This design comes from an exercise in tuning for small area on the open sky130 flow, not from production work. The RTL was checked by simulation tests, not by an equivalence proof against the original design. Power and IR drop assume default switching activity.

### design/flow/flow/run.sh
#!/bin/bash
set -euo pipefail
bash standard.sh \
  "PLACE_PINS_ARGS=-min_distance 1 -min_distance_in_tracks" \
  "BUFFER_PORTS_ARGS=-buffer_cell sky130_fd_sc_hd__buf_1" \
  "CTS_ARGS=-sink_clustering_enable -repair_clock_nets -dont_use_dummy_load -sink_clustering_size 10 -sink_clustering_max_diameter 40 -root_buf sky130_fd_sc_hd__clkbuf_16 -sink_clustering_buffer sky130_fd_sc_hd__clkbuf_4 -buf_list {sky130_fd_sc_hd__clkbuf_4 sky130_fd_sc_hd__clkbuf_8 sky130_fd_sc_hd__clkbuf_16}" \
  RECOVER_POWER=100 \
  finish > flow_make.log 2>&1
### design/flow/config.mk
export PLATFORM = sky130hd
export DESIGN_NAME = axis_register
export DESIGN_NICKNAME = axis_register
export VERILOG_FILES = /design/flow/design.v
export SDC_FILE = /design/flow/constraint.sdc
export NUM_CORES = 4
export LEC_CHECK = 0
export CAP_MARGIN = 20
export CORE_AREA = 5 5 295 295
export DIE_AREA = 0 0 300 300
export SLEW_MARGIN = 20
### design/flow/constraint.sdc
create_clock -name core_clock -period 3.0 [get_ports {clk}]
set_input_delay 0.6000 -clock core_clock [delete_from_list [all_inputs] [get_ports {clk}]]
set_output_delay 0.6000 -clock core_clock [all_outputs]
set_load 0.01 [all_outputs]
### design/flow/design.v
module axis_register #(
    parameter int MODE           = 0,
    parameter int TREADY_RST_VAL = 0,
    parameter int ENABLE_TKEEP   = 1,
    parameter int ENABLE_TLAST   = 1,
    parameter int ENABLE_TID     = 0,
    parameter int ENABLE_TDEST   = 0,
    parameter int ENABLE_TUSER   = 1,
    parameter int TDATA_WIDTH    = 512,
    parameter int TID_WIDTH      = 8,
    parameter int TDEST_WIDTH    = 8,
    parameter int TUSER_WIDTH    = 1
) (
    input  logic                     clk,
    input  logic                     rst,
    output logic                     s_tready,
    input  logic                     s_tvalid,
    input  logic [TDATA_WIDTH-1:0]   s_tdata,
    input  logic [TDATA_WIDTH/8-1:0] s_tkeep,
    input  logic                     s_tlast,
    input  logic [TID_WIDTH-1:0]     s_tid,
    input  logic [TDEST_WIDTH-1:0]   s_tdest,
    input  logic [TUSER_WIDTH-1:0]   s_tuser,
    input  logic                     m_tready,
    output logic                     m_tvalid,
    output logic [TDATA_WIDTH-1:0]   m_tdata,
    output logic [TDATA_WIDTH/8-1:0] m_tkeep,
    output logic                     m_tlast,
    output logic [TID_WIDTH-1:0]     m_tid,
    output logic [TDEST_WIDTH-1:0]   m_tdest,
    output logic [TUSER_WIDTH-1:0]   m_tuser
);
    localparam int KW = TDATA_WIDTH / 8;
    localparam int PW = TDATA_WIDTH + KW + 1 + TID_WIDTH + TDEST_WIDTH + TUSER_WIDTH;
    logic [KW-1:0]          keep_in;
    logic                   last_in;
    logic [TID_WIDTH-1:0]   id_in;
    logic [TDEST_WIDTH-1:0] dest_in;
    logic [TUSER_WIDTH-1:0] user_in;
    logic [PW-1:0]          s_payload;
    logic [PW-1:0]          m_payload;
    assign keep_in   = (ENABLE_TKEEP != 0) ? s_tkeep : '0;
    assign last_in   = (ENABLE_TLAST != 0) ? s_tlast : 1'b0;
    assign id_in     = (ENABLE_TID   != 0) ? s_tid   : '0;
    assign dest_in   = (ENABLE_TDEST != 0) ? s_tdest : '0;
    assign user_in   = (ENABLE_TUSER != 0) ? s_tuser : '0;
    assign s_payload = {s_tdata, keep_in, last_in, id_in, dest_in, user_in};
    logic [TID_WIDTH-1:0]   id_out;
    logic [TDEST_WIDTH-1:0] dest_out;
    assign {m_tdata, m_tkeep, m_tlast, id_out, dest_out, m_tuser} = m_payload;
    assign m_tid   = (ENABLE_TID   != 0) ? id_out   : '0;
    assign m_tdest = (ENABLE_TDEST != 0) ? dest_out : '0;
    if (MODE == 0) begin : g_skid
        logic          s_tready_q, s_tready_d;
        logic          m_tvalid_q, m_tvalid_d;
        logic [PW-1:0] out_q;
        logic [PW-1:0] skid_q;
        logic          accept;
        assign accept = s_tvalid && s_tready_q;
        assign m_tvalid_d = accept || (m_tvalid_q && (!m_tready || !s_tready_q));
        assign s_tready_d = !m_tvalid_q || m_tready || (s_tready_q && !s_tvalid);
        always_ff @(posedge clk or posedge rst) begin
            if (rst) begin
                s_tready_q <= (TREADY_RST_VAL != 0);
                m_tvalid_q <= 1'b0;
            end else begin
                s_tready_q <= s_tready_d;
                m_tvalid_q <= m_tvalid_d;
            end
        end
        always_ff @(posedge clk) begin
            if (!m_tvalid_q || m_tready) out_q <= s_tready_q ? s_payload : skid_q;
            if (s_tready_q)              skid_q <= s_payload;
        end
        assign s_tready  = s_tready_q;
        assign m_tvalid  = m_tvalid_q;
        assign m_payload = out_q;
    end else if (MODE == 1) begin : g_simple
        logic          s_tready_q, s_tready_d;
        logic          m_tvalid_q, m_tvalid_d;
        logic [PW-1:0] out_q, out_d;
        logic          accept;
        assign accept = s_tvalid && s_tready_q;
        always_ff @(posedge clk or posedge rst) begin
            if (rst) begin
                s_tready_q <= (TREADY_RST_VAL != 0);
                m_tvalid_q <= 1'b0;
                out_q      <= '0;
            end else begin
                s_tready_q <= s_tready_d;
                m_tvalid_q <= m_tvalid_d;
                out_q      <= out_d;
            end
        end
        always_comb begin
            m_tvalid_d = m_tvalid_q;
            out_d      = out_q;
            if (accept) begin
                m_tvalid_d = 1'b1;
                out_d      = s_payload;
            end else if (m_tready) begin
                m_tvalid_d = 1'b0;
            end
            s_tready_d = !m_tvalid_d;
        end
        assign s_tready  = s_tready_q;
        assign m_tvalid  = m_tvalid_q;
        assign m_payload = out_q;
    end else begin : g_bypass
        logic unused_clk_rst;
        assign unused_clk_rst = clk ^ rst;
        assign s_tready       = m_tready;
        assign m_tvalid       = s_tvalid;
        assign m_payload      = s_payload;
    end
endmodule
### design/flow/standard.sh
#!/bin/bash
# synth_recipe.tcl (not shown) runs the flow's synth.tcl, then flattens the netlist and writes it again
# the make line also repeats each setting of config.mk as NAME=value (left out here)
make -C /OpenROAD-flow-scripts/flow DESIGN_CONFIG=/design/flow/config.mk WORK_HOME=/design/flow/orfs CLKGATE_MAP_FILE= SYNTH_SCRIPT=/design/flow/synth_recipe.tcl "${@:-finish}"
==> reports/qor.yml, run 1 <==
global_routing:
  vias_in_the_first_global_route: 22100
  maximum_number_of_pins_on_one_net_before_global_route_repair: 98
  grt_util_all_layers: 0.207
  grt_remaining_overflow: 0
  grt_antenna_before_repair: 88
  global_route_wire_length_before_repair_um: 139000
timing:
  setup_ws_ns: 0.369
  rsz0062_at_grt: "false"
  timing.final.crit_period_ns: 2.63
  setup_viol_count_final: 0
  number_of_failing_hold_endpoints_at_the_final_stage: 0
  clock-skew-final_ns: 0.0608
  max_clock_freq_mhz: 380
  tightestPinTransition_ns: 1.39
  slew_headroom: 0.0755
  setup_total_negative_slack_ns: 0
  final-max-slew-violation-count: 0
  min_period_over_period: 0.877
floorplan:
  die-area_um2: 90000
  chipHeight_um: 300
  io_pins: 1194
  fp.coreArea_um2: 83600
  start_util: 0.436
  chipWidth_um: 300
  rows: 106
critical_path:
  worst-setup-path-type: "reg -> reg"
  critical_path.slowest_cell: "clkbuf_4"
  timing.critical_path.fanout_max: 91
  cp_data_required_time_ns: 3.37
  number_of_cells_traversed_by_the_worst_register_to_register_path: 2
  crit-reg2reg-capture: "g_skid.out_q[270]"
  critPathMaxStageDelay_ns: 1.05
  path_delay_family: "buffers and inverters"
  critical_path_buf_inv_count: 1
  timing.critical_path.cells: "clkbuf_4 -> mux2_2"
  critical_path_cell_count: 2
  worst-r2r-setup-slack_ns: 0.37
  worst_setup_path_start_kind: "flip-flop"
  crit-reg2reg-launch: "g_skid.s_tready_q"
  worst_ep_arrival_time_ns: 3.00
  setup.worst_path.end_class: "flip-flop"
pwr:
  power-per-cell-area_nw_per_um2: 704
  seq_power_share: 0.628
  clock_share_of_power: 0.257
  combinational_power_share: 0.115
  power_report.internal_total_uw: 23000
  netSwitchingPower_uw: 7450
  netSwitchingFraction: 0.245
  worst_ir_drop_vdd_mv: 0.431
  leakage_power_summed_over_all_cells_uw: 0.0156
clocking:
  path_clk_slew_ns: 0.10
  htreeDepth: 4
  clock_latency_ns: 0.68
  cts_inserted_buffers: 152
  maximum_clock_insertion_buffer_count: 3
  tritoncts: "yes"
  cts_repair_resize_count: 0
  post-cts-setup-buffer-count: 0
  ctsRootBufferMaster: "clkbuf_16"
  sink_count_of_the_clock_tree: 1158
cells_and_area:
  synthToLayoutAreaGrowth_pct: 18.5
  final_nets: 3709
  final_cell_area_um2: 43200
  drive_above_1_share: 0.161
  num-fill-cells: 7301
route:
  route.detailed.wl_per_inst_um: 22.9
  remaining_drc_errors: 0
  drtAntennaViolNets: 0
  drt-vias-per-instance: 4.90
  routed-via-count: 20900
  wl_um: 97500
  dr.first_iter.drc_count: 1204
  firstDrtPassIters: 5
hold_path:
  destination_of_the_worst_hold_path: "g_skid.skid_q[419]"
  worst_hold_startpoint: "s_tdata[337]"
  hold-path-cell-count: 2
  timing.hold.worst.class: "in -> reg"
synthesis:
  flip_flop_and_latch_count_after_synthesis: 1158
  synthXorXnorAreaFrac: 0
  yosys.area_share.adder: 0
  share_of_the_synthesized_area_in_compound_gates_ao_oa_aoi_oai: 0.000446
  seq_area_frac_synth: 0.795
  combinational_family_with_the_most_area_after_synthesis: "multiplexers"
  postSynthAreaPerCell_um2: 20.0
  synthMuxAreaShare: 0.187
  cells_after_synth: 1824
  yosys.area_share.simple: 0.000274
  synth_cell_types: 14
  yosysWarnings: 1
  synth.cell_area_um2: 36500
placement:
  placedInstanceArea_um2: 42100
  dp_worst_setup_slack_ns: 0.871
  io_buffers: 1161
  gp_congestion: 0.888
  detailedPlacementHpwl_um: 74600
outcome:
  status: "finished clean"
flow_run:
  drv.max_cap_violation_count: 0
[worst max-delay path by stage]
stage / from / endpoint / slack, ns
detailed placement: g_skid.s_tready_q / g_skid.out_q[381] / 0.87
floorplan: m_tready / g_skid.out_q[0] / -2.10
global placement: g_skid.s_tready_q / g_skid.out_q[322] / 0.90
CTS: g_skid.s_tready_q / s_tready / 0.31
global route: g_skid.m_tvalid_q / g_skid.out_q[270] / 0.15
finish: g_skid.s_tready_q / g_skid.out_q[270] / 0.37
[power groups by stage]
stage	registers, uW	logic, uW	clock network (uW)
floorplan	20000	1560	0
detailed placement	19500	3740	0
global route	19300	3740	8900
CTS	19100	3750	8190
finish	19100	3500	7830
global placement	19400	3620	0
[final cells by class]
cell class | count | area [um2] | share of cell area
clock buffers | 152 | 1440 | 0.0333
repair buffers | 1199 | 4660 | 0.108
inverters | 2 | 7.51 | 0.000174
multi-input cells | 598 | 6600 | 0.153
well taps | 1080 | 1350 | 0.0313
flip-flops and latches | 1158 | 29000 | 0.671
diodes | 70 | 175 | 0.00405
[per-layer routing]
metal  share of wire  track usage
met3            0.14        0.130
met2            0.44        0.301
met1            0.34        0.213
met4           0.081        0.160
met5          0.0030            0
[stage by stage]
stage / utilization / hold slack [ns] / instances / power, uW
floorplan: - / 0.341 / 1839 / 21600
global placement: 0.504 / 0.435 / 4036 / 23000
global route: 0.517 / 0.0910 / 4239 / 31900
CTS: 0.522 / 0.0772 / 4189 / 31100
finish: 0.517 / 0.137 / 4259 / 30400
detailed placement: 0.504 / 0.445 / 4036 / 23200
[sequential cells by signal, summed over array words and instances (netlist names)]
name,cells
g_skid.s_tready_q,1
g_skid.m_tvalid_q,1
g_skid.out_q,578
g_skid.skid_q,578
[placed cells by master, fill, tap and decap left out]
master / instances
dfrtp_4: 1
a21o_1: 1
dfxtp_1: 578
mux2_2: 325
clkbuf_2: 9
edfxtp_1: 578
dfrtp_1: 1
buf_4: 3
buf_2: 1
clkbuf_16: 17
inv_1: 2
mux2_1: 253
clkbuf_4: 139
buf_12: 7
dlygate4sd3_1: 1
diode_2: 70
a22o_1: 1
nand2b_1: 1
clkbuf_1: 42
buf_1: 1132
conb_1: 16
nand2_1: 1
[worst register-to-register path: stages, from the launching register on]
cell      delay, ns
dfrtp_4        0.69
clkbuf_4       1.07
mux2_2         0.58
[cells in the mapped netlist]
cell / n / area, um2
buf_6: 11 / 124
inv_1: 2 / 7.51
a22o_1: 1 / 8.76
dfxtp_1: 578 / 11600
buf_4: 56 / 420
mux2_4: 87 / 1310
nand2b_1: 1 / 6.26
edfxtp_1: 578 / 17400
a21o_1: 1 / 7.51
dfrtp_1: 2 / 50.1
conb_1: 1 / 3.75
buf_2: 14 / 70.1
mux2_2: 491 / 5530
nand2_1: 1 / 3.75
[cell families after synthesis]
kind of cell | count (synthesis)
mux | 578
simple gates | 2
compound gates | 2
buf+inv | 83
other cells | 1
flops | 1158
[repair_timing]
| item | 4_1_cts | 5_1_grt |
|---|---|---|
| endpoints found under the hold margin | 2 | 0 |
| hold buffers | 1 | 0 |
| endpoints found under the setup margin | 0 | 0 |
==> run 2: changes to the inputs <==
==> design/flow/flow/run.sh (replaced) <==
#!/bin/bash
set -euo pipefail
bash standard.sh \
  "PLACE_PINS_ARGS=-min_distance 1 -min_distance_in_tracks" \
  "BUFFER_PORTS_ARGS=-buffer_cell sky130_fd_sc_hd__buf_1" \
  "CTS_ARGS=-sink_clustering_enable -repair_clock_nets -dont_use_dummy_load -sink_clustering_size 10 -sink_clustering_max_diameter 40 -root_buf sky130_fd_sc_hd__clkbuf_16 -tree_buf sky130_fd_sc_hd__clkbuf_8 -sink_clustering_buffer sky130_fd_sc_hd__clkbuf_4 -buf_list {sky130_fd_sc_hd__clkbuf_4 sky130_fd_sc_hd__clkbuf_8 sky130_fd_sc_hd__clkbuf_16}" \
  RECOVER_POWER=100 \
  finish > flow_make.log 2>&1
==> run 2 against run 1 <==
Effect of this change: still clean; final cell count is essentially flat; clock power fell by 6.4%; cell area is 0.39% lower; combinational power barely moved; critical endpoint is now g_skid.out_q[261]; largest power group unchanged.
==> reports/qor.yml, run 2 <==
synthesis:
  post-synth-top-area-fraction: 0.476  # unchanged
  postSynthAreaPerCell_um2: 20.0  # unchanged
  synth.largest_area_cell: "edfxtp_1"
  synth.cell_area_um2: 36500  # unchanged
  yosysWarnings: 1  # unchanged
  synth.top_cells.by_count: "dfxtp_1 (578), edfxtp_1 (578), mux2_2 (491)"
  cells_after_synth: 1824  # unchanged
  synth-edff-count: 578  # unchanged
  synth_top_cells_by_area: "edfxtp_1 (48%), dfxtp_1 (32%), mux2_2 (15%)"
  share_of_synthesized_flip_flops_with_an_asynchronous_set_or_reset: 0.00173  # unchanged
  synth_cell_types: 14  # unchanged
  flip_flop_and_latch_count_after_synthesis: 1158  # unchanged
  seq_area_frac_synth: 0.795  # unchanged
  postSynth.topFlopCell: "edfxtp_1"
floorplan:
  die-area_um2: 90000  # unchanged
  chipWidth_um: 300  # unchanged
  io_pins: 1194  # unchanged
  fp.coreArea_um2: 83600  # unchanged
  chipHeight_um: 300  # unchanged
  start_util: 0.436  # unchanged
  rows: 106  # unchanged
timing:
  setup_viol_count_final: 0  # unchanged
  setup_total_negative_slack_ns: 0  # unchanged
  final-max-slew-violation-count: 0  # unchanged
  number_of_failing_hold_endpoints_at_the_final_stage: 0  # unchanged
  tightestPinTransition_ns: 1.38  # -0.00782 ns
  max_clock_freq_mhz: 377  # -0.91%
  rsz0062_at_grt: "false"
  min_period_over_period: 0.885  # +0.00804
  slew_headroom: 0.0807  # +0.00522
  timing.final.crit_period_ns: 2.65  # +0.0241 ns
  clock-skew-final_ns: 0.0739  # +0.0131 ns
placement:
  dpl.cell_count: 4036  # unchanged
  io_buffers: 1161  # unchanged
  detailedPlacementHpwl_um: 74600  # unchanged
  gp_congestion: 0.888  # unchanged
clocking:
  maximum_clock_insertion_buffer_count: 3  # unchanged
  sink_count_of_the_clock_tree: 1158  # unchanged
  clock_latency_ns: 0.67  # about the same
  htreeDepth: 4  # unchanged
  cts_inserted_buffers: 152  # unchanged
  post-cts-setup-buffer-count: 0  # unchanged
  ctsRootBufferMaster: "clkbuf_16"
  tritoncts: "yes"
  path_clk_slew_ns: 0.10  # about the same
critical_path:
  cp_data_required_time_ns: 3.34  # -0.03 ns
  number_of_cells_traversed_by_the_worst_register_to_register_path: 2  # unchanged
  worst-setup-path-type: "reg -> reg"
  worst_setup_path_start_kind: "flip-flop"
  crit-reg2reg-capture: "g_skid.out_q[261]"
  crit-reg2reg-launch: "g_skid.s_tready_q"
  timing.critical_path.fanout_max: 91  # unchanged
  worst-r2r-setup-slack_ns: 0.35  # -0.02 ns
  worst_ep_arrival_time_ns: 2.99  # about the same
  setup.worst_path.end_class: "flip-flop"
global_routing:
  grt_antenna_before_repair: 87  # -1.1%
  global_route_wire_length_before_repair_um: 139000  # about the same
  grt_util_all_layers: 0.207  # +0.000207
  grt_remaining_overflow: 0  # unchanged
  maximum_number_of_pins_on_one_net_before_global_route_repair: 98  # unchanged
  vias_in_the_first_global_route: 22100  # -0.014%
route:
  wl_um: 97700  # +0.21%
  routed-via-count: 20900  # +0.11%
  route.detailed.wl_per_inst_um: 22.9  # +0.16%
  remaining_drc_errors: 0  # unchanged
  dr.first_iter.drc_count: 1121  # -6.9%
  drt-vias-per-instance: 4.90  # about the same
  firstDrtPassIters: 5  # unchanged
  drtAntennaViolNets: 0  # unchanged
pwr:
  combinational_power_share: 0.117  # +0.002
  netSwitchingFraction: 0.247  # +0.00267
  netSwitchingPower_uw: 7410  # -0.56%
  total_power_uw: 29900  # -1.6%
  leakage_power_summed_over_all_cells_uw: 0.0155  # -0.50%
  worst_ir_drop_vdd_mv: 0.414  # -4.0%
  power_report.internal_total_uw: 22500  # -2.0%
  power-per-cell-area_nw_per_um2: 695  # -1.2%
  clock_share_of_power: 0.245  # -0.012
  seq_power_share: 0.638  # +0.010
cells_and_area:
  final_nets: 3709  # unchanged
  synthToLayoutAreaGrowth_pct: 18.0
  stdcell_count: 4261  # +0.047%
  highest_count_cells_in_the_layout_ignoring_fill_and_taps: "buf_1 (1131), edfxtp_1 (578), dfxtp_1 (578)"
  layout_commonest_cell: "buf_1"
  drive_above_1_share: 0.165  # +0.00322
  layout_top_registers: "g_skid.out_q x578, g_skid.skid_q x578"
hold_path:
  worst_hold_startpoint: "s_tdata[116]"
  hold-path-cell-count: 2  # unchanged
  timing.hold.worst.class: "in -> reg"
  destination_of_the_worst_hold_path: "g_skid.skid_q[198]"
flow_run:
  drv.max_cap_violation_count: 0  # unchanged
outcome:
  status: "finished clean"
## run 2: cell types whose count changed in the layout (fill, tap and decap cells not counted), sizes merged
| cell | change |
|---|---|
| diode | +2 |
| buf | -1 |
| clkbuf | +1 |
## run 2: logic make-up after synthesis
| logic type | synth area share |
|---|---|
| AOI/OAI and AO/OA | 0.000446 |
| buffers and inverters | 0.0171 |
| DFF | 0.795 |
| muxes | 0.187 |
| other | 0.000103 |
| and+or+nand+nor | 0.000275 |
## run 2: area by class of cell
class / instances / area, um2
Sequential cell: 1158 / 29000
Clock buffer: 152 / 1260
Inverter: 2 / 7.51
Tap cell: 1080 / 1350
Multi-Input combinational cell: 598 / 6600
Antenna cell: 72 / 180
Timing Repair Buffer: 1199 / 4670
Fill cell: 7315 / 40500
## run 2: stage by stage
stage           util  hold slack, ns  worst slack [ns]  area, um2
2_1_floorplan      -           0.341             -2.10      36500
3_5_place_dp   0.504           0.445             0.871      42100
5_1_grt        0.514          0.0986             0.161      43000
6_report       0.515           0.145             0.345      43000
4_1_cts        0.519          0.0832             0.328      43400
3_3_place_gp   0.504           0.435             0.895      42100
## run 2: worst max-delay path by stage
stage                                  from  cells past startpoint                 to
after detailed placement  g_skid.s_tready_q                      2  g_skid.out_q[381]
after floorplan                    m_tready                      1    g_skid.out_q[0]
after global routing      g_skid.m_tvalid_q                      2  g_skid.out_q[113]
after CTS                 g_skid.s_tready_q                      2           s_tready
after global placement    g_skid.s_tready_q                      2  g_skid.out_q[322]
final                     g_skid.s_tready_q                      2  g_skid.out_q[261]
## run 2: routing by layer
layer	up-vias	wire (um)	track usage
met2	1243	43100	0.301
met5	-	276	0
met3	373	13900	0.131
met1	9954	32600	0.213
li1	9287	-	-
met4	40	7770	0.160
## run 2: critical path, cell delays in order, from the launching register on
cell	delay, ns
dfrtp_4	0.69
clkbuf_4	1.04
mux2_2	0.44
## run 2: power by group through the flow
stage | Clock [uW] | Sequential (uW) | Combinational (uW)
2_1_floorplan | 0 | 20000 | 1560
3_3_place_gp | 0 | 19400 | 3620
3_5_place_dp | 0 | 19500 | 3740
4_1_cts | 7660 | 19100 | 3750
5_1_grt | 8380 | 19300 | 3750
6_report | 7330 | 19100 | 3510
## run 2: what timing repair did
action	4_1_cts	5_1_grt
gates resized for setup	0	0
hold endpoints to repair	2	0
hold buffers	1	0
==> run 3: changes to the inputs <==
==> design/flow/flow/run.sh (replaced) <==
#!/bin/bash
set -euo pipefail
bash standard.sh \
  "PLACE_PINS_ARGS=-min_distance 1 -min_distance_in_tracks" \
  "BUFFER_PORTS_ARGS=-buffer_cell sky130_fd_sc_hd__buf_1" \
  "CTS_ARGS=-sink_clustering_enable -repair_clock_nets -dont_use_dummy_load -sink_clustering_size 12 -sink_clustering_max_diameter 30 -root_buf sky130_fd_sc_hd__clkbuf_16 -sink_clustering_buffer sky130_fd_sc_hd__clkbuf_4 -buf_list {sky130_fd_sc_hd__clkbuf_4 sky130_fd_sc_hd__clkbuf_8 sky130_fd_sc_hd__clkbuf_16}" \
  RECOVER_POWER=100 \
  finish > flow_make.log 2>&1
==> run 3 against run 2 <==
Effect of this change: synthesized cell count stayed put; core utilization increased by 0.65 points; worst hold slack got worse by 0.041 ns; register-to-register slack improved by 0.03 ns; non-clock buffer count stayed put; flip-flop and latch count did not move; first-iteration DRC count up 0.27%; combinational power barely moved; final cell count is 0.96% higher; fmax is 1.3% higher; global-route usage rose by 0.083 points; wire length about the same; largest cell class unchanged; largest power group unchanged.
==> reports/qor.yml, run 3 <==
outcome:
  status: "finished clean"
critical_path:
  timing.critical_path.cells: "clkbuf_4 -> mux2_2"
  critical_path.slowest_cell: "clkbuf_4"
  worst_ep_arrival_time_ns: 3.01  # +0.02 ns
  worst_setup_path_start_kind: "flip-flop"
  setup.worst_path.end_class: "flip-flop"
  cp_data_required_time_ns: 3.39  # +0.05 ns
  critPathMaxStageDelay_ns: 1.05  # about the same
  worst-setup-path-type: "reg -> reg"
  path_delay_family: "buffers and inverters"
  timing.critical_path.fanout_max: 91  # unchanged
  critical_path_buf_inv_count: 1  # unchanged
global_routing:
  grt_antenna_before_repair: 86  # -1.1%
  global_route.usage.met3: 0.133  # +0.00224
  global_route_wire_length_before_repair_um: 139000  # +0.51%
  grt_util_all_layers: 0.208  # +0.000833
  gr-usage-met1: 0.211  # -0.00235
  gr-max-usage-layer: "met2"
  grt_remaining_overflow: 0  # unchanged
  vias_in_the_first_global_route: 22500  # +1.8%
  maximum_number_of_pins_on_one_net_before_global_route_repair: 98  # unchanged
  met2_usage: 0.300  # -0.00142
cells_and_area:
  final_cell_area_um2: 43600  # +1.3%
  layout_top_registers: "g_skid.out_q x578, g_skid.skid_q x578"
  layout_commonest_cell: "buf_1"
  synthToLayoutAreaGrowth_pct: 19.5
  stdcell_count: 4302  # +0.96%
  final_nets: 3758  # +1.3%
  highest_count_cells_in_the_layout_ignoring_fill_and_taps: "buf_1 (1132), edfxtp_1 (578), dfxtp_1 (578)"
  drive_above_1_share: 0.175  # +0.0101
floorplan:
  die-area_um2: 90000  # unchanged
  chipWidth_um: 300  # unchanged
  start_util: 0.436  # unchanged
  io_pins: 1194  # unchanged
  chipHeight_um: 300  # unchanged
  fp.coreArea_um2: 83600  # unchanged
  rows: 106  # unchanged
clocking:
  tritoncts: "yes"
  htreeDepth: 4  # unchanged
  holdBufCountCts: 1  # unchanged
  cts_inserted_buffers: 201  # +32%
  sink_count_of_the_clock_tree: 1158  # unchanged
  clock_latency_ns: 0.69  # +0.02 ns
  ctsRootBufferMaster: "clkbuf_16"
  post-cts-setup-buffer-count: 0  # unchanged
  cts_repair_resize_count: 0  # unchanged
  path_clk_slew_ns: 0.11  # about the same
  maximum_clock_insertion_buffer_count: 3  # unchanged
route:
  firstDrtPassIters: 5  # unchanged
  drtAntennaViolNets: 0  # unchanged
  route.detailed.wl_per_inst_um: 22.7  # -0.92%
  remaining_drc_errors: 0  # unchanged
  dr.first_iter.drc_count: 1124  # +0.27%
  routed-via-count: 21000  # +0.46%
  wl_um: 97800  # about the same
  drt-vias-per-instance: 4.88  # -0.49%
synthesis:
  postSynthAreaPerCell_um2: 20.0  # unchanged
  synth.cell_area_um2: 36500  # unchanged
  seq_area_frac_synth: 0.795  # unchanged
  synth_cell_types: 14  # unchanged
  synth_top_cells_by_area: "edfxtp_1 (48%), dfxtp_1 (32%), mux2_2 (15%)"
  synth.top_cells.by_count: "dfxtp_1 (578), edfxtp_1 (578), mux2_2 (491)"
  flip_flop_and_latch_count_after_synthesis: 1158  # unchanged
  post-synth-top-area-fraction: 0.476  # unchanged
  synth-edff-count: 578  # unchanged
  synth.largest_area_cell: "edfxtp_1"
  yosysWarnings: 1  # unchanged
  cells_after_synth: 1824  # unchanged
  postSynth.topFlopCell: "edfxtp_1"
  share_of_synthesized_flip_flops_with_an_asynchronous_set_or_reset: 0.00173  # unchanged
placement:
  dp_worst_setup_slack_ns: 0.871  # unchanged
  dpl.cell_count: 4036  # unchanged
  gp_congestion: 0.888  # unchanged
  placedInstanceArea_um2: 42100  # unchanged
  io_buffers: 1161  # unchanged
  detailedPlacementHpwl_um: 74600  # unchanged
pwr:
  leakage_power_summed_over_all_cells_uw: 0.0158  # +2.0%
  total_power_uw: 31300  # +4.7%
  power-per-cell-area_nw_per_um2: 719  # +3.4%
  worst_ir_drop_vdd_mv: 0.470  # +14%
flow_run:
  drv.max_cap_violation_count: 0  # unchanged
timing:
  tightestPinTransition_ns: 1.36  # -0.0173 ns
  slew_headroom: 0.0922  # +0.0115
  setup_viol_count_final: 0  # unchanged
  timing.final.crit_period_ns: 2.62  # -0.0342 ns
  setup_total_negative_slack_ns: 0  # unchanged
  setup_ws_ns: 0.379  # +0.0342 ns
  final-max-slew-violation-count: 0  # unchanged
  clock-skew-final_ns: 0.0684  # -0.00552 ns
  rsz0062_at_grt: "false"
  max_clock_freq_mhz: 382  # +1.3%
  min_period_over_period: 0.874  # -0.0114
  number_of_failing_hold_endpoints_at_the_final_stage: 0  # unchanged
hold_path:
  timing.hold.worst.class: "in -> reg"
==> run 3: metrics by stage <==
stage | hold WS [ns] | utilization
floorplan | 0.341 | -
global placement | 0.435 | 0.504
detailed placement | 0.445 | 0.504
CTS | 0.0293 | 0.526
global route | 0.0645 | 0.521
finish | 0.104 | 0.522
==> run 3: where the power goes <==
part | internal (uW) | total, uW | switching (uW)
sequential | 18600 | 19100 | 462
combinational | 1260 | 3500 | 2240
clock | 3820 | 8730 | 4910
total | 23700 | 31300 | 7610
==> run 3: worst paths after layout <==
path / startpoint / slack [ns] / endpoint / cells after the start
max: g_skid.s_tready_q / 0.38 / g_skid.out_q[283] / 2
min: s_tdata[505] / 0.10 / g_skid.skid_q[587] / 2
max reg2reg: g_skid.s_tready_q / 0.38 / g_skid.out_q[283] / 2
min reg2reg: g_skid.skid_q[415] / 0.46 / g_skid.skid_q[415] / 1
max in group asynchronous: rst / 2.56 / g_skid.s_tready_q / 3
min in group asynchronous: rst / 0.30 / g_skid.m_tvalid_q / 3
==> run 3: cell families after synthesis <==
family                 after synthesis  share of synthesized area
buffers and inverters               83                     0.0171
multiplexers                       578                      0.187
flip-flops                        1158                      0.795
AND/OR/NAND/NOR                      2                   0.000275
AO/OA/AOI/OAI                        2                   0.000446
other                                1                   0.000103
==> run 3: worst register-to-register path: cells and delay by family (launching register included) <==
kind     cells  cell delay, ns
flops        1            0.68
buf+inv      1            1.07
mux          1            0.57
==> run 3: area by class of cell <==
cell class,instances,area (um2)
well taps,1080,1350
fillers,7280,40000
clock buffers,201,1810
repair buffers,1199,4680
diodes,64,160
flip-flops and latches,1158,29000
inverters,2,7.51
multi-input cells,598,6600
==> run 3: metal layers <==
metal	share of wire	wire, um
met5	0.0032	308
met4	0.084	8190
met3	0.14	13700
met2	0.44	42600
met1	0.34	33100
==> run 4: changes to the inputs <==
==> design/flow/flow/run.sh (replaced) <==
#!/bin/bash
set -euo pipefail
bash standard.sh \
  "PLACE_PINS_ARGS=-min_distance 1 -min_distance_in_tracks" \
  "BUFFER_PORTS_ARGS=-buffer_cell sky130_fd_sc_hd__buf_1" \
  "CTS_ARGS=-sink_clustering_enable -repair_clock_nets -dont_use_dummy_load -sink_clustering_size 40 -sink_clustering_max_diameter 60 -root_buf sky130_fd_sc_hd__clkbuf_16 -tree_buf sky130_fd_sc_hd__clkbuf_8 -sink_clustering_buffer sky130_fd_sc_hd__clkbuf_16 -buf_list {sky130_fd_sc_hd__clkbuf_4 sky130_fd_sc_hd__clkbuf_8 sky130_fd_sc_hd__clkbuf_16}" \
  RECOVER_POWER=100 \
  finish > flow_make.log 2>&1
==> run 4 against run 3 <==
Effect of this change: worst hold slack better by 0.087 ns; final cell count down 2.9%; worst setup slack better by 0.0061 ns; area after synthesis unchanged; cell area up 0.20%; critical endpoint is now g_skid.out_q[323]; highest routed layer unchanged.
==> reports/qor.yml, run 4 <==
outcome:
  status: "finished clean"
cells_and_area:
  highest_count_cells_in_the_layout_ignoring_fill_and_taps: "buf_1 (1132), edfxtp_1 (578), dfxtp_1 (578)"
  layout_commonest_cell: "buf_1"
  finalCoreUtilization: 0.523  # +0.00106
  final_nets: 3632  # -3.4%
  layout_top_registers: "g_skid.out_q x578, g_skid.skid_q x578"
  drive_above_1_share: 0.140  # -0.0346
  synthToLayoutAreaGrowth_pct: 19.8
  num-fill-cells: 7211  # -0.95%
floorplan:
  chipWidth_um: 300  # unchanged
  io_pins: 1194  # unchanged
  fp.coreArea_um2: 83600  # unchanged
  start_util: 0.436  # unchanged
  die-area_um2: 90000  # unchanged
  rows: 106  # unchanged
  chipHeight_um: 300  # unchanged
critical_path:
  worst_ep_arrival_time_ns: 2.80  # -0.21 ns
  worst_setup_path_start_kind: "flip-flop"
  setup.worst_path.end_class: "flip-flop"
  cp_data_required_time_ns: 3.19  # -0.20 ns
  timing.critical_path.fanout_max: 64  # -30%
  worst-setup-path-type: "reg -> reg"
synthesis:
  flip_flop_and_latch_count_after_synthesis: 1158  # unchanged
  synth_top_cells_by_area: "edfxtp_1 (48%), dfxtp_1 (32%), mux2_2 (15%)"
  synth_cell_types: 14  # unchanged
  post-synth-top-area-fraction: 0.476  # unchanged
  synth.largest_area_cell: "edfxtp_1"
  yosysWarnings: 1  # unchanged
  cells_after_synth: 1824  # unchanged
  seq_area_frac_synth: 0.795  # unchanged
  postSynthAreaPerCell_um2: 20.0  # unchanged
  share_of_synthesized_flip_flops_with_an_asynchronous_set_or_reset: 0.00173  # unchanged
  synth.cell_area_um2: 36500  # unchanged
  synth.top_cells.by_count: "dfxtp_1 (578), edfxtp_1 (578), mux2_2 (491)"
  postSynth.topFlopCell: "edfxtp_1"
  synth-edff-count: 578  # unchanged
clocking:
  sink_count_of_the_clock_tree: 1158  # unchanged
  cts_inserted_buffers: 75  # -63%
  tritoncts: "yes"
  htreeDepth: 3  # -1
  maximum_clock_insertion_buffer_count: 3  # unchanged
  path_clk_slew_ns: 0.10  # about the same
  holdBufCountCts: 1  # unchanged
  ctsRootBufferMaster: "clkbuf_16"
  cts_repair_resize_count: 0  # unchanged
  post-cts-setup-buffer-count: 0  # unchanged
  clock_latency_ns: 0.60  # -0.09 ns
global_routing:
  global_route_wire_length_before_repair_um: 137000  # -2.0%
  grt_remaining_overflow: 0  # unchanged
  maximum_number_of_pins_on_one_net_before_global_route_repair: 98  # unchanged
  grt_util_all_layers: 0.202  # -0.00550
  grt_antenna_before_repair: 88  # +2.3%
  vias_in_the_first_global_route: 21500  # -4.4%
pwr:
  power-per-cell-area_nw_per_um2: 727  # +1.1%
  combinational_power_share: 0.110  # -0.002
  netSwitchingFraction: 0.234  # -0.00919
  worst_ir_drop_vdd_mv: 0.569  # +21%
  power_report.internal_total_uw: 24300  # +2.5%
  clock_share_of_power: 0.288  # +0.009
  leakage_power_summed_over_all_cells_uw: 0.0157  # -0.78%
  netSwitchingPower_uw: 7420  # -2.5%
  seq_power_share: 0.602  # -0.008
timing:
  rsz0062_at_grt: "false"
  setup_total_negative_slack_ns: 0  # unchanged
  setup_viol_count_final: 0  # unchanged
  number_of_failing_hold_endpoints_at_the_final_stage: 0  # unchanged
  max_clock_freq_mhz: 382  # +0.23%
  timing.final.crit_period_ns: 2.61  # -0.00609 ns
  tightestPinTransition_ns: 1.36  # -0.00294 ns
  clock-skew-final_ns: 0.0645  # -0.00394 ns
  min_period_over_period: 0.872  # -0.00203
  slew_headroom: 0.0942  # +0.00196
  final-max-slew-violation-count: 0  # unchanged
flow_run:
  drv.max_cap_violation_count: 0  # unchanged
route:
  drtAntennaViolNets: 0  # unchanged
  firstDrtPassIters: 5  # unchanged
  remaining_drc_errors: 0  # unchanged
  met2_wirelength_um: 42600  # about the same
  m1WireLength_um: 32500  # -1.6%
  routed-via-count: 20500  # -2.5%
  dr.first_iter.drc_count: 1158  # +3.0%
  route.detailed.wl_per_inst_um: 23.1  # +1.8%
  top_layer: "met5"
  routed-wl-met3_um: 13400  # -1.6%
  wl_um: 96600  # -1.2%
  drt-vias-per-instance: 4.90  # +0.39%
placement:
  io_buffers: 1161  # unchanged
  detailedPlacementHpwl_um: 74600  # unchanged
  gp_congestion: 0.888  # unchanged
hold_path:
  timing.hold.worst.class: "in -> reg"
-- run 4: cell counts after synthesis --
Identical to the previous run, type by type.
-- run 4: worst max-delay path: stages (launching register included) --
cell      delay, ns
dfrtp_1        0.41
nand2b_1       0.69
buf_12         0.28
clkbuf_4       0.78
-- run 4: cells by family (layout without fill, tap and decap cells) --
logic type      Yosys count  in the layout  synth area share
other cells               1             82          0.000103
compound gates            2              2          0.000446
flops                  1158           1158             0.795
simple gates              2              2          0.000275
buf+inv                  83           1276            0.0171
mux                     578            578             0.187
-- run 4: power by group through the flow --
stage	registers, uW	logic [uW]	clock network (uW)
global placement	19400	3620	0
detailed placement	19500	3740	0
finish	19100	3510	9140
floorplan	20000	1560	0
global route	19300	3750	10100
CTS	19100	3750	9440
-- run 4: worst paths after layout --
kind | end | slack, ns | startpoint | cells past startpoint
max | g_skid.out_q[323] | 0.39 | g_skid.m_tvalid_q | 3
max in group asynchronous | g_skid.s_tready_q | 2.47 | rst | 3
min in group asynchronous | g_skid.m_tvalid_q | 0.40 | rst | 3
min | g_skid.skid_q[29] | 0.19 | s_tkeep[11] | 2
min reg2reg | g_skid.skid_q[415] | 0.46 | g_skid.skid_q[415] | 1
max reg2reg | g_skid.out_q[323] | 0.39 | g_skid.m_tvalid_q | 3
-- run 4: final cells by class --
cell class                      count  area (um2)  share of cell area
Antenna cell                       66         165             0.00378
Clock buffer                       75        1880              0.0430
Inverter                            2        7.51            0.000172
Multi-Input combinational cell    598        6600               0.151
Sequential cell                  1158       29000               0.664
Tap cell                         1080        1350              0.0309
Timing Repair Buffer             1199        4690               0.107
-- run 4: stage by stage --
stage | cells | setup slack (ns) | total power [uW] | hold WS [ns] | instance area, um2
5_1_grt | 4162 | 0.205 | 33100 | 0.144 | 43600
2_1_floorplan | 1839 | -2.10 | 21600 | 0.341 | 36500
4_1_cts | 4112 | 0.383 | 32300 | 0.142 | 44000
6_report | 4178 | 0.385 | 31700 | 0.191 | 43700
3_5_place_dp | 4036 | 0.871 | 23200 | 0.445 | 42100
3_3_place_gp | 4036 | 0.895 | 23000 | 0.435 | 42100
-- run 4: routing by layer --
| metal | GRT usage | up-vias |
|---|---|---|
| met5 | 0 | - |
| met4 | 0.147 | 48 |
| met3 | 0.119 | 362 |
| met2 | 0.302 | 1162 |
| met1 | 0.212 | 9805 |
| li1 | - | 9092 |
==> run 5: changes to the inputs <==
==> design/flow/flow/run.sh (replaced) <==
#!/bin/bash
set -euo pipefail
bash standard.sh \
  "PLACE_PINS_ARGS=-min_distance 1 -min_distance_in_tracks" \
  "BUFFER_PORTS_ARGS=-buffer_cell sky130_fd_sc_hd__buf_1" \
  "CTS_ARGS=-sink_clustering_enable -repair_clock_nets -dont_use_dummy_load -sink_clustering_size 20 -sink_clustering_max_diameter 40 -root_buf sky130_fd_sc_hd__clkbuf_16 -tree_buf sky130_fd_sc_hd__clkbuf_8 -sink_clustering_buffer sky130_fd_sc_hd__clkbuf_8 -buf_list {sky130_fd_sc_hd__clkbuf_4 sky130_fd_sc_hd__clkbuf_8 sky130_fd_sc_hd__clkbuf_16}" \
  RECOVER_POWER=100 \
  finish > flow_make.log 2>&1
==> run 5 against run 4 <==
Effect of this change: still clean; final cell count grew 1.5%; area after synthesis is the same; power fell by 1.1%; sequential share of layout area up 0.068 points; worst hold slack got worse by 0.044 ns; worst setup slack worse by 0.012 ns; register-to-register slack about the same; fmax down 0.47%; combinational power is essentially flat; non-clock buffer count unchanged; synthesized cell count did not move; clock skew is 0.048 ns higher; largest cell class unchanged.
==> reports/qor.yml, run 5 <==
outcome:
  status: "finished clean"
critical_path:
  timing.critical_path.fanout_max: 91  # +42%
  crit-reg2reg-capture: "g_skid.out_q[231]"
  cp_data_required_time_ns: 3.32  # +0.13 ns
  worst_setup_path_start_kind: "flip-flop"
  setup.worst_path.end_class: "flip-flop"
  worst-setup-path-type: "reg -> reg"
  crit-reg2reg-launch: "g_skid.s_tready_q"
  number_of_cells_traversed_by_the_worst_register_to_register_path: 2  # -1
  worst-r2r-setup-slack_ns: 0.37  # about the same
  worst_ep_arrival_time_ns: 2.95  # +0.15 ns
synthesis:
  postSynth.topFlopCell: "edfxtp_1"
  synth.cell_area_um2: 36500  # unchanged
  synth-edff-count: 578  # unchanged
  post-synth-top-area-fraction: 0.476  # unchanged
  seq_area_frac_synth: 0.795  # unchanged
  yosysWarnings: 1  # unchanged
  cells_after_synth: 1824  # unchanged
  synth.largest_area_cell: "edfxtp_1"
  synth.top_cells.by_count: "dfxtp_1 (578), edfxtp_1 (578), mux2_2 (491)"
  synth_top_cells_by_area: "edfxtp_1 (48%), dfxtp_1 (32%), mux2_2 (15%)"
  postSynthAreaPerCell_um2: 20.0  # unchanged
  share_of_synthesized_flip_flops_with_an_asynchronous_set_or_reset: 0.00173  # unchanged
  synth_cell_types: 14  # unchanged
  flip_flop_and_latch_count_after_synthesis: 1158  # unchanged
global_routing:
  grt_util_all_layers: 0.205  # +0.00311
  grt_remaining_overflow: 0  # unchanged
  vias_in_the_first_global_route: 21900  # +1.7%
  maximum_number_of_pins_on_one_net_before_global_route_repair: 98  # unchanged
  grt_antenna_before_repair: 86  # -2.3%
  global_route_wire_length_before_repair_um: 138000  # +0.85%
clocking:
  path_clk_slew_ns: 0.08  # -0.02 ns
  ctsRootBufferMaster: "clkbuf_16"
  sink_count_of_the_clock_tree: 1158  # unchanged
  maximum_clock_insertion_buffer_count: 3  # unchanged
  cts_inserted_buffers: 133  # +77%
  tritoncts: "yes"
  htreeDepth: 4  # +1
  clock_latency_ns: 0.68  # +0.08 ns
  post-cts-setup-buffer-count: 0  # unchanged
cells_and_area:
  drive_above_1_share: 0.155  # +0.0152
  final-seq-area_um2: 29000  # unchanged
  synthToLayoutAreaGrowth_pct: 19.6
  layout_commonest_cell: "buf_1"
  highest_count_cells_in_the_layout_ignoring_fill_and_taps: "buf_1 (1131), edfxtp_1 (578), dfxtp_1 (578)"
  final_nets: 3690  # +1.6%
  layout_top_registers: "g_skid.out_q x578, g_skid.skid_q x578"
  num-fill-cells: 7228  # +0.24%
  multi_input_combinational_cell_area_um2: 6600  # unchanged
  stdcell_count: 4239  # +1.5%
timing:
  slew_headroom: 0.0662  # -0.0280
  number_of_failing_hold_endpoints_at_the_final_stage: 0  # unchanged
  max_clock_freq_mhz: 381  # -0.47%
  rsz0062_at_grt: "false"
  final-max-slew-violation-count: 0  # unchanged
  finalHoldWorstSlack_ns: 0.147  # -0.0435 ns
  setup_ws_ns: 0.373  # -0.0123 ns
  setup_viol_count_final: 0  # unchanged
  tightestPinTransition_ns: 1.40  # +0.0420 ns
  timing.final.crit_period_ns: 2.63  # +0.0123 ns
  min_period_over_period: 0.876  # +0.00411
  clock-skew-final_ns: 0.113  # +0.0484 ns
floorplan:
  fp.coreArea_um2: 83600  # unchanged
  die-area_um2: 90000  # unchanged
  io_pins: 1194  # unchanged
  start_util: 0.436  # unchanged
  chipHeight_um: 300  # unchanged
  chipWidth_um: 300  # unchanged
  rows: 106  # unchanged
hold_path:
  timing.hold.worst.class: "in -> reg"
  hold-path-cell-count: 2  # unchanged
  worst_hold_startpoint: "s_tdata[2]"
  destination_of_the_worst_hold_path: "g_skid.skid_q[84]"
pwr:
  worst_ir_drop_vdd_mv: 0.475  # -16%
  leakage_power_summed_over_all_cells_uw: 0.0157  # +0.16%
  power-per-cell-area_nw_per_um2: 720  # -0.96%
route:
  drt-vias-per-instance: 4.88  # -0.36%
  remaining_drc_errors: 0  # unchanged
  dr.first_iter.drc_count: 1111  # -4.1%
  firstDrtPassIters: 5  # unchanged
  route.detailed.wl_per_inst_um: 23.0  # -0.76%
  routed-via-count: 20700  # +1.1%
  wl_um: 97300  # +0.69%
  drtAntennaViolNets: 0  # unchanged
placement:
  detailedPlacementHpwl_um: 74600  # unchanged
  gp_congestion: 0.888  # unchanged
  dp_worst_setup_slack_ns: 0.871  # unchanged
  dpl.cell_count: 4036  # unchanged
  io_buffers: 1161  # unchanged
flow_run:
  drv.max_cap_violation_count: 0  # unchanged
[run 5: cell counts after synthesis]
No cell type changed its count.
[run 5: worst max-delay path, stage by stage (launching register included)]
cell	delay [ns]
dfrtp_4	0.68
clkbuf_4	1.04
mux2_2	0.44
[run 5: area by class of cell]
class                      count  area share
antenna                       69     0.00396
inverter                       2    0.000172
sequential                  1158       0.664
clock buffer                 133      0.0422
multi-input combinational    598       0.151
tap                         1080      0.0310
timing repair buffer        1199       0.107
[run 5: cell families (layout without fill, tap and decap cells)]
family / after synthesis / in the layout / share of synthesized area
AOI/OAI and AO/OA: 2 / 2 / 0.000446
buffers and inverters: 83 / 1334 / 0.0171
DFF: 1158 / 1158 / 0.795
muxes: 578 / 578 / 0.187
other: 1 / 85 / 0.000103
and+or+nand+nor: 2 / 2 / 0.000275
[run 5: where the power goes]
group | internal [uW] | switching [uW] | leakage, uW
combinational | 1260 | 2250 | 0.00400
clock | 3970 | 4830 | 0.000962
sequential | 18600 | 460 | 0.0107
total | 23900 | 7540 | 0.0157
[run 5: how the worst max path moves through the flow]
| stage | from | endpoint | slack (ns) | depth (start not counted) |
|---|---|---|---|---|
| 3_5_place_dp | g_skid.s_tready_q | g_skid.out_q[381] | 0.87 | 2 |
| 2_1_floorplan | m_tready | g_skid.out_q[0] | -2.10 | 1 |
| 5_1_grt | g_skid.s_tready_q | g_skid.out_q[425] | 0.23 | 3 |
| 6_report | g_skid.s_tready_q | g_skid.out_q[231] | 0.37 | 2 |
| 3_3_place_gp | g_skid.s_tready_q | g_skid.out_q[322] | 0.90 | 2 |
| 4_1_cts | g_skid.s_tready_q | s_tready | 0.39 | 2 |
[run 5: metal layers]
metal	track usage	vias up	share of wire
met4	0.160	46	0.083
met1	0.213	9845	0.34
met2	0.299	1239	0.43
met5	0	-	0.0031
li1	-	9185	-
met3	0.127	378	0.14
[run 5: per-stage QoR]
stage / TNS [ns] / utilization / total power [uW] / instance area [um2]
after global routing: 0 / 0.521 / 32800 / 43600
after detailed placement: 0 / 0.504 / 23200 / 42100
final: 0 / 0.522 / 31400 / 43600
after global placement: 0 / 0.504 / 23000 / 42100
after floorplan: -1215.56 / - / 21600 / 36500
after CTS: 0 / 0.526 / 32000 / 44000
[run 5: what timing repair did]
| action | 4_1_cts | 5_1_grt |
|---|---|---|
| setup endpoints to repair | 0 | 0 |
| endpoints found under the hold margin | 2 | 0 |
| gates resized for setup | 0 | 0 |
| hold buffers | 1 | 0 |
==> run 6: changes to the inputs <==
--- a/design/flow/design.v
+++ b/design/flow/design.v
@@ -45,11 +45,17 @@
     assign dest_in   = (ENABLE_TDEST != 0) ? s_tdest : '0;
     assign user_in   = (ENABLE_TUSER != 0) ? s_tuser : '0;
     assign s_payload = {s_tdata, keep_in, last_in, id_in, dest_in, user_in};
+    logic [KW-1:0]          keep_out;
+    logic                   last_out;
     logic [TID_WIDTH-1:0]   id_out;
     logic [TDEST_WIDTH-1:0] dest_out;
-    assign {m_tdata, m_tkeep, m_tlast, id_out, dest_out, m_tuser} = m_payload;
+    logic [TUSER_WIDTH-1:0] user_out;
+    assign {m_tdata, keep_out, last_out, id_out, dest_out, user_out} = m_payload;
+    assign m_tkeep = (ENABLE_TKEEP != 0) ? keep_out : '0;
+    assign m_tlast = (ENABLE_TLAST != 0) ? last_out : 1'b0;
     assign m_tid   = (ENABLE_TID   != 0) ? id_out   : '0;
     assign m_tdest = (ENABLE_TDEST != 0) ? dest_out : '0;
+    assign m_tuser = (ENABLE_TUSER != 0) ? user_out : '0;
     if (MODE == 0) begin : g_skid
         logic          s_tready_q, s_tready_d;
         logic          m_tvalid_q, m_tvalid_d;
==> design/flow/flow/run.sh (replaced) <==
#!/bin/bash
# The standard layout (standard.sh, standard synthesis unchanged) with these changes:
#  - port buffers made of the smallest buffer cell (buf_1);
#  - a clock tree of small leaf buffers (clkbuf_4) over clusters of up to 10 sinks,
#    clkbuf_8 inside the tree and a clkbuf_16 root, without dummy loads;
#  - power recovery after global route, which downsizes cells that have slack.
# Each tool's full output goes to its own log under orfs/logs/; make's output to flow_make.log.
set -euo pipefail
bash standard.sh \
  "PLACE_PINS_ARGS=-min_distance 1 -min_distance_in_tracks" \
  "BUFFER_PORTS_ARGS=-buffer_cell sky130_fd_sc_hd__buf_1" \
  "CTS_ARGS=-sink_clustering_enable -repair_clock_nets -dont_use_dummy_load -sink_clustering_size 10 -sink_clustering_max_diameter 40 -root_buf sky130_fd_sc_hd__clkbuf_16 -tree_buf sky130_fd_sc_hd__clkbuf_8 -sink_clustering_buffer sky130_fd_sc_hd__clkbuf_4 -buf_list {sky130_fd_sc_hd__clkbuf_4 sky130_fd_sc_hd__clkbuf_8 sky130_fd_sc_hd__clkbuf_16}" \
  RECOVER_POWER=100 \
  finish > flow_make.log 2>&1
--- a/design/flow/config.mk
+++ b/design/flow/config.mk
@@ -8,4 +8,6 @@
 export CAP_MARGIN = 20
 export CORE_AREA = 5 5 295 295
 export DIE_AREA = 0 0 300 300
+export GPL_ROUTABILITY_DRIVEN = 0
+export GPL_TIMING_DRIVEN = 0
 export SLEW_MARGIN = 20
==> run 6 against run 5 <==
Effect of this change: flip-flop and latch count did not move; clock power shrank 17%; register-to-register slack improved by 0.08 ns; via count up 1.9%; global-route usage is 0.64 points higher; die area unchanged; fmax up 3.0%; critical path depth grew 2; combinational power grew 3%; critical endpoint is now g_skid.out_q[369]; clock skew down 0.042 ns; still clean; synthesized cell count unchanged.
==> reports/qor.yml, run 6 <==
timing:
  slew_headroom: 0.295  # +0.229
  setup_viol_count_final: 0  # unchanged
  number_of_failing_hold_endpoints_at_the_final_stage: 0  # unchanged
  finalHoldWorstSlack_ns: 0.165  # +0.0175 ns
  rsz0062_at_grt: "false"
  max_clock_freq_mhz: 392  # +3.0%
  min_period_over_period: 0.851  # -0.0251
  timing.final.crit_period_ns: 2.55  # -0.0754 ns
  clock-skew-final_ns: 0.0714  # -0.0415 ns
  tightestPinTransition_ns: 1.06  # -0.343 ns
  final-max-slew-violation-count: 0  # unchanged
cells_and_area:
  highest_count_cells_in_the_layout_ignoring_fill_and_taps: "buf_1 (1123), edfxtp_1 (578), dfxtp_1 (578)"
  synthToLayoutAreaGrowth_pct: 19.4
  final_cell_area_um2: 43500  # -0.20%
  finalCoreUtilization: 0.521  # -0.00105
  layout_commonest_cell: "buf_1"
  layout_top_registers: "g_skid.out_q x578, g_skid.skid_q x578"
  stdcell_count: 4316  # +1.8%
  final_nets: 3766  # +2.1%
  drive_above_1_share: 0.167  # +0.0121
clocking:
  ctsRootBufferMaster: "clkbuf_16"
  htreeDepth: 4  # unchanged
  maximum_clock_insertion_buffer_count: 3  # unchanged
  cts_inserted_buffers: 152  # +14%
  post-cts-setup-buffer-count: 0  # unchanged
  sink_count_of_the_clock_tree: 1158  # unchanged
  clock_latency_ns: 0.63  # -0.05 ns
  cts_repair_resize_count: 0  # unchanged
  tritoncts: "yes"
  path_clk_slew_ns: 0.10  # +0.02 ns
synthesis:
  synth_cell_types: 14  # unchanged
  postSynthAreaPerCell_um2: 20.0  # unchanged
  cells_after_synth: 1824  # unchanged
  post-synth-top-area-fraction: 0.476  # unchanged
  synth-edff-count: 578  # unchanged
  synth.cell_area_um2: 36500  # unchanged
  yosysWarnings: 1  # unchanged
  synth.largest_area_cell: "edfxtp_1"
  share_of_synthesized_flip_flops_with_an_asynchronous_set_or_reset: 0.00173  # unchanged
  synth.top_cells.by_count: "dfxtp_1 (578), edfxtp_1 (578), mux2_2 (491)"
  postSynth.topFlopCell: "edfxtp_1"
  seq_area_frac_synth: 0.795  # unchanged
  flip_flop_and_latch_count_after_synthesis: 1158  # unchanged
  synth_top_cells_by_area: "edfxtp_1 (48%), dfxtp_1 (32%), mux2_2 (15%)"
global_routing:
  maximum_number_of_pins_on_one_net_before_global_route_repair: 56  # -43%
  grt_remaining_overflow: 0  # unchanged
  vias_in_the_first_global_route: 22500  # +3.0%
  global_route_wire_length_before_repair_um: 141000  # +2.6%
  grt_antenna_before_repair: 91  # +5.8%
  grt_util_all_layers: 0.212  # +0.00639
placement:
  detailedPlacementHpwl_um: 77500  # +3.8%
  placedInstanceArea_um2: 42500  # +0.98%
  dpl.cell_count: 4093  # +1.4%
  io_buffers: 1161  # unchanged
route:
  remaining_drc_errors: 0  # unchanged
  drt-vias-per-instance: 4.89  # +0.13%
  routed-via-count: 21100  # +1.9%
  dr.first_iter.drc_count: 973  # -12%
  wl_um: 99300  # +2.1%
  drtAntennaViolNets: 0  # unchanged
  route.detailed.wl_per_inst_um: 23.0  # +0.29%
  firstDrtPassIters: 4  # -1
critical_path:
  timing.critical_path.cells: "nand2b_4 -> buf_16 -> buf_12 -> clkbuf_4"
  worst_setup_path_start_kind: "flip-flop"
  worst-r2r-setup-slack_ns: 0.45  # +0.08 ns
  setup.worst_path.end_class: "flip-flop"
  critical_path_buf_inv_count: 3  # +2
  worst_ep_arrival_time_ns: 2.79  # -0.16 ns
  path_delay_family: "buffers and inverters"
  critPathMaxStageDelay_ns: 0.65  # -0.39 ns
  worst-setup-path-type: "reg -> reg"
  critical_path.slowest_cell: "clkbuf_4"
  worstSetupStartpoint: "g_skid.m_tvalid_q"
  crit-reg2reg-launch: "g_skid.m_tvalid_q"
  timing.critical_path.fanout_max: 53  # -42%
  cp_data_required_time_ns: 3.24  # -0.08 ns
floorplan:
  rows: 106  # unchanged
  io_pins: 1194  # unchanged
  start_util: 0.436  # unchanged
  chipWidth_um: 300  # unchanged
  fp.coreArea_um2: 83600  # unchanged
  die-area_um2: 90000  # unchanged
  chipHeight_um: 300  # unchanged
pwr:
  worst_ir_drop_vdd_mv: 0.367  # -23%
  total_power_uw: 30000  # -4.4%
  leakage_power_summed_over_all_cells_uw: 0.0158  # +0.42%
  power-per-cell-area_nw_per_um2: 689  # -4.2%
outcome:
  status: "finished clean"
flow_run:
  drv.max_cap_violation_count: 0  # unchanged
hold_path:
  timing.hold.worst.class: "in -> reg"
  worst_hold_startpoint: "s_tdata[452]"
[run 6: cell counts after synthesis]
No cell type changed its count.
[run 6: final timing paths]
path,cells past startpoint,to
setup / recovery,4,g_skid.out_q[369]
hold / removal,2,g_skid.skid_q[534]
setup reg to reg,4,g_skid.out_q[369]
hold reg to reg,1,g_skid.skid_q[247]
max in group asynchronous,3,g_skid.m_tvalid_q
min in group asynchronous,3,g_skid.s_tready_q
[run 6: per-stage QoR]
| step | setup TNS, ns | worst slack [ns] |
|---|---|---|
| after floorplan | -1215.56 | -2.10 |
| after global placement | -2358.70 | -4.15 |
| after detailed placement | 0 | 0.262 |
| after CTS | 0 | 0.621 |
| after global routing | 0 | 0.283 |
| final | 0 | 0.448 |
[run 6: cells by family (layout without fill, tap and decap cells)]
family	count (synthesis)	count (layout)	synth area share
buffers and inverters	83	1410	0.0171
and+or+nand+nor	2	2	0.000275
DFF	1158	1158	0.795
other	1	86	0.000103
muxes	578	578	0.187
AOI/OAI and AO/OA	2	2	0.000446
[run 6: worst register-to-register path, cell delays in order (launching register included)]
cell	delay, ns
dfrtp_1	0.44
nand2b_4	0.40
buf_16	0.32
buf_12	0.31
clkbuf_4	0.66
[run 6: repair_timing]
item | 4_1_cts | 5_1_grt
hold buffers | 1 | 0
hold endpoints to repair | 2 | 0
endpoints found under the setup margin | 0 | 0
[run 6: final cells by class]
| type | count | area (um2) |
|---|---|---|
| fill | 7288 | 40000 |
| sequential | 1158 | 29000 |
| multi-input combinational | 598 | 6600 |
| timing repair buffer | 1175 | 4610 |
| tap | 1080 | 1350 |
| clock buffer | 152 | 1260 |
| buffer | 81 | 557 |
| antenna | 70 | 175 |
| inverter | 2 | 7.51 |
[run 6: metal layers]
metal	track usage	vias up	share of wire
met5	0	-	0.0035
met4	0.164	52	0.084
met3	0.138	415	0.14
met2	0.305	1206	0.43
met1	0.218	10000	0.34
li1	-	9414	-
[run 6: report_power, final]
group	leakage [uW]	switching (uW)	internal, uW
Combinational	0.00428	2300	1330
Clock	0.000749	4690	2630
Sequential	0.0107	456	18600
Total	0.0158	7440	22600
==> run 7: changes to the inputs <==
--- a/design/flow/config.mk
+++ b/design/flow/config.mk
@@ -8,6 +8,4 @@
 export CAP_MARGIN = 20
 export CORE_AREA = 5 5 295 295
 export DIE_AREA = 0 0 300 300
-export GPL_ROUTABILITY_DRIVEN = 0
-export GPL_TIMING_DRIVEN = 0
 export SLEW_MARGIN = 20
==> run 7 against run 6 <==
Effect of this change: clock skew is 0.0025 ns higher; critical path type unchanged; die area stayed put; wire length is 1.6% lower; core utilization is 0.59 points lower; highest routed layer unchanged; final cell count is 1.3% lower; synthesized cell count stayed put; flip-flop and latch count stayed put; critical path depth is 2 lower; first-iteration DRC count is 15% higher.
==> reports/qor.yml, run 7 <==
floorplan:
  io_pins: 1194  # unchanged
  chipWidth_um: 300  # unchanged
  fp.coreArea_um2: 83600  # unchanged
  die-area_um2: 90000  # unchanged
  start_util: 0.436  # unchanged
  rows: 106  # unchanged
  chipHeight_um: 300  # unchanged
timing:
  slew_headroom: 0.0807  # -0.214
  max_clock_freq_mhz: 377  # -3.9%
  clock-skew-final_ns: 0.0739  # +0.00254 ns
  finalHoldWorstSlack_ns: 0.145  # -0.0201 ns
  number_of_failing_hold_endpoints_at_the_final_stage: 0  # unchanged
  setup_viol_count_final: 0  # unchanged
  final-max-slew-violation-count: 0  # unchanged
  min_period_over_period: 0.885  # +0.0345
  tightestPinTransition_ns: 1.38  # +0.321 ns
  timing.final.crit_period_ns: 2.65  # +0.103 ns
  rsz0062_at_grt: "false"
synthesis:
  synth_top_cells_by_area: "edfxtp_1 (48%), dfxtp_1 (32%), mux2_2 (15%)"
  synth.cell_area_um2: 36500  # unchanged
  synth.largest_area_cell: "edfxtp_1"
  post-synth-top-area-fraction: 0.476  # unchanged
  share_of_synthesized_flip_flops_with_an_asynchronous_set_or_reset: 0.00173  # unchanged
  postSynthAreaPerCell_um2: 20.0  # unchanged
  flip_flop_and_latch_count_after_synthesis: 1158  # unchanged
  synth-edff-count: 578  # unchanged
  cells_after_synth: 1824  # unchanged
  synth_cell_types: 14  # unchanged
  synth.top_cells.by_count: "dfxtp_1 (578), edfxtp_1 (578), mux2_2 (491)"
  seq_area_frac_synth: 0.795  # unchanged
  postSynth.topFlopCell: "edfxtp_1"
  yosysWarnings: 1  # unchanged
critical_path:
  number_of_cells_traversed_by_the_worst_register_to_register_path: 2  # -2
  timing.critical_path.fanout_max: 91  # +72%
  worst_setup_path_start_kind: "flip-flop"
  worst_ep_arrival_time_ns: 2.99  # +0.20 ns
  setup.worst_path.end_class: "flip-flop"
  cp_data_required_time_ns: 3.34  # +0.10 ns
  worst-setup-path-type: "reg -> reg"
cells_and_area:
  layout_top_registers: "g_skid.out_q x578, g_skid.skid_q x578"
  synthToLayoutAreaGrowth_pct: 18.0
  finalCoreUtilization: 0.515  # -0.00593
  final_nets: 3709  # -1.5%
  drive_above_1_share: 0.165  # -0.00272
  highest_count_cells_in_the_layout_ignoring_fill_and_taps: "buf_1 (1131), edfxtp_1 (578), dfxtp_1 (578)"
  layout_commonest_cell: "buf_1"
outcome:
  status: "finished clean"
route:
  drt-vias-per-instance: 4.90  # +0.34%
  route.detailed.wl_per_inst_um: 22.9  # -0.35%
  wl_um: 97700  # -1.6%
  drtAntennaViolNets: 0  # unchanged
  dr.first_iter.drc_count: 1121  # +15%
  firstDrtPassIters: 5  # +1
  routed-via-count: 20900  # -0.94%
  remaining_drc_errors: 0  # unchanged
global_routing:
  grt_antenna_before_repair: 87  # -4.4%
  maximum_number_of_pins_on_one_net_before_global_route_repair: 98  # +75%
  grt_util_all_layers: 0.207  # -0.00483
  grt_remaining_overflow: 0  # unchanged
  vias_in_the_first_global_route: 22100  # -1.9%
  global_route_wire_length_before_repair_um: 139000  # -1.9%
placement:
  detailedPlacementHpwl_um: 74600  # -3.7%
  gp_congestion: 0.888
  io_buffers: 1161  # unchanged
clocking:
  cts_inserted_buffers: 152  # unchanged
  post-cts-setup-buffer-count: 0  # unchanged
  maximum_clock_insertion_buffer_count: 3  # unchanged
  htreeDepth: 4  # unchanged
  clock_latency_ns: 0.67  # +0.04 ns
  ctsRootBufferMaster: "clkbuf_16"
  sink_count_of_the_clock_tree: 1158  # unchanged
  path_clk_slew_ns: 0.10  # about the same
  tritoncts: "yes"
flow_run:
  drv.max_cap_violation_count: 0  # unchanged
pwr:
  power-per-cell-area_nw_per_um2: 695  # +0.84%
  worst_ir_drop_vdd_mv: 0.414  # +13%
  leakage_power_summed_over_all_cells_uw: 0.0155  # -1.8%
hold_path:
  hold-path-cell-count: 2  # unchanged
  timing.hold.worst.class: "in -> reg"
run 7: cell types whose count changed in the layout (fill, tap and decap cells not counted), moves of 4 or more:
| cell | before | now |
|---|---|---|
| clkbuf_2 | 1 | 9 |
| mux2_1 | 272 | 244 |
| buf_6 | 10 | 0 |
| clkbuf_1 | 61 | 42 |
| mux2_2 | 306 | 334 |
| buf_4 | 47 | 4 |
| buf_1 | 1123 | 1131 |
| buf_16 | 4 | 0 |
run 7: where the power goes:
| group | switching [uW] | internal, uW | total [uW] |
|---|---|---|---|
| clock network | 4700 | 2630 | 7330 |
| logic | 2250 | 1260 | 3510 |
| registers | 461 | 18600 | 19100 |
run 7: layout make-up:
cell class	instances	area [um2]
repair buffers	1199	4670
diodes	72	180
multi-input cells	598	6600
well taps	1080	1350
inverters	2	7.51
fillers	7315	40500
flip-flops and latches	1158	29000
clock buffers	152	1260
run 7: what timing repair did:
| item | in CTS | in global routing |
|---|---|---|
| hold buffers | 1 | 0 |
| resized for setup | 0 | 0 |
| endpoints found under the hold margin | 2 | 0 |
run 7: cell families after synthesis:
kind of cell / share of synthesized area
flops: 0.795
buf+inv: 0.0171
other cells: 0.000103
mux: 0.187
simple gates: 0.000275
compound gates: 0.000446
run 7: path summary, 6_finish.rpt:
kind,to,startpoint,slack [ns]
max in group asynchronous,g_skid.m_tvalid_q,rst,2.51
min in group asynchronous,g_skid.s_tready_q,rst,0.35
worst min-delay path,g_skid.skid_q[198],s_tdata[116],0.14
worst max register to register,g_skid.out_q[261],g_skid.s_tready_q,0.35
worst min register to register,g_skid.skid_q[426],g_skid.skid_q[426],0.46
worst max-delay path,g_skid.out_q[261],g_skid.s_tready_q,0.35
run 7: critical path: stages (launching register included):
cell,delay [ns]
dfrtp_4,0.69
clkbuf_4,1.04
mux2_2,0.44
run 7: metrics by stage:
stage	TNS, ns	cell area (um2)	std cells	power (uW)	setup slack (ns)
2_1_floorplan	-1215.56	36500	1839	21600	-2.10
3_3_place_gp	0	42100	4036	23000	0.895
3_5_place_dp	0	42100	4036	23200	0.871
4_1_cts	0	43400	4189	30500	0.328
5_1_grt	0	43000	4238	31400	0.161
6_report	0	43000	4261	29900	0.345
run 7: routing by layer:
layer / GRT usage / vias up / part of all wire / wire length (um)
met2: 0.301 / 1243 / 0.44 / 43100
met3: 0.131 / 373 / 0.14 / 13900
met1: 0.213 / 9954 / 0.33 / 32600
met4: 0.160 / 40 / 0.080 / 7770
li1: - / 9287 / - / -
met5: 0 / - / 0.0028 / 276

-- what the ideal ports hide --
The flow's constraints put no driver on any port. The routed layouts listed below were extracted and timed again, unchanged, in two steps.
Step 1: set_driving_cell puts a clkbuf_16 on clk and a buf_2 on each other input, an assumption about the parent block.
Step 2 times the ports against the registers' clock, not the clock port: input delays grow and output delays shrink by t, the midpoint of the rising clock arrivals with the driver on.
a / b / c = ideal / step 1 / step 2; a / b = the first two.
run	shift t [ns]	slack for setup (ns)	hold WS [ns]	slew at the worst register clock pin (ns)	cell pins on the clock port's net
run 1	0.717	0.369 / 0.369 / -0.042	0.137 / 0.107 / 0.457	0.11 / 0.11	1
run 2	0.694	0.345 / 0.345 / -0.054	0.145 / 0.121 / 0.458	0.11 / 0.11	1
run 3	0.729	0.379 / 0.379 / -0.002	0.104 / 0.070 / 0.455	0.12 / 0.12	1
run 4	0.646	0.385 / 0.385 / 0.004	0.191 / 0.169 / 0.459	0.10 / 0.10	1
run 5	0.669	0.373 / 0.373 / -0.024	0.147 / 0.129 / 0.454	0.09 / 0.09	1
run 6	0.666	0.448 / 0.448 / 0.046	0.165 / 0.132 / 0.452	0.11 / 0.11	1
run 7	0.694	0.345 / 0.345 / -0.054	0.145 / 0.121 / 0.458	0.11 / 0.11	1
Met with ideal ports but missed after step 2: setup timing in 5 of these runs. For run 1, which loses most, drivers alone change the setup slack by 0.000 ns; drivers and shift together by -0.411 ns.
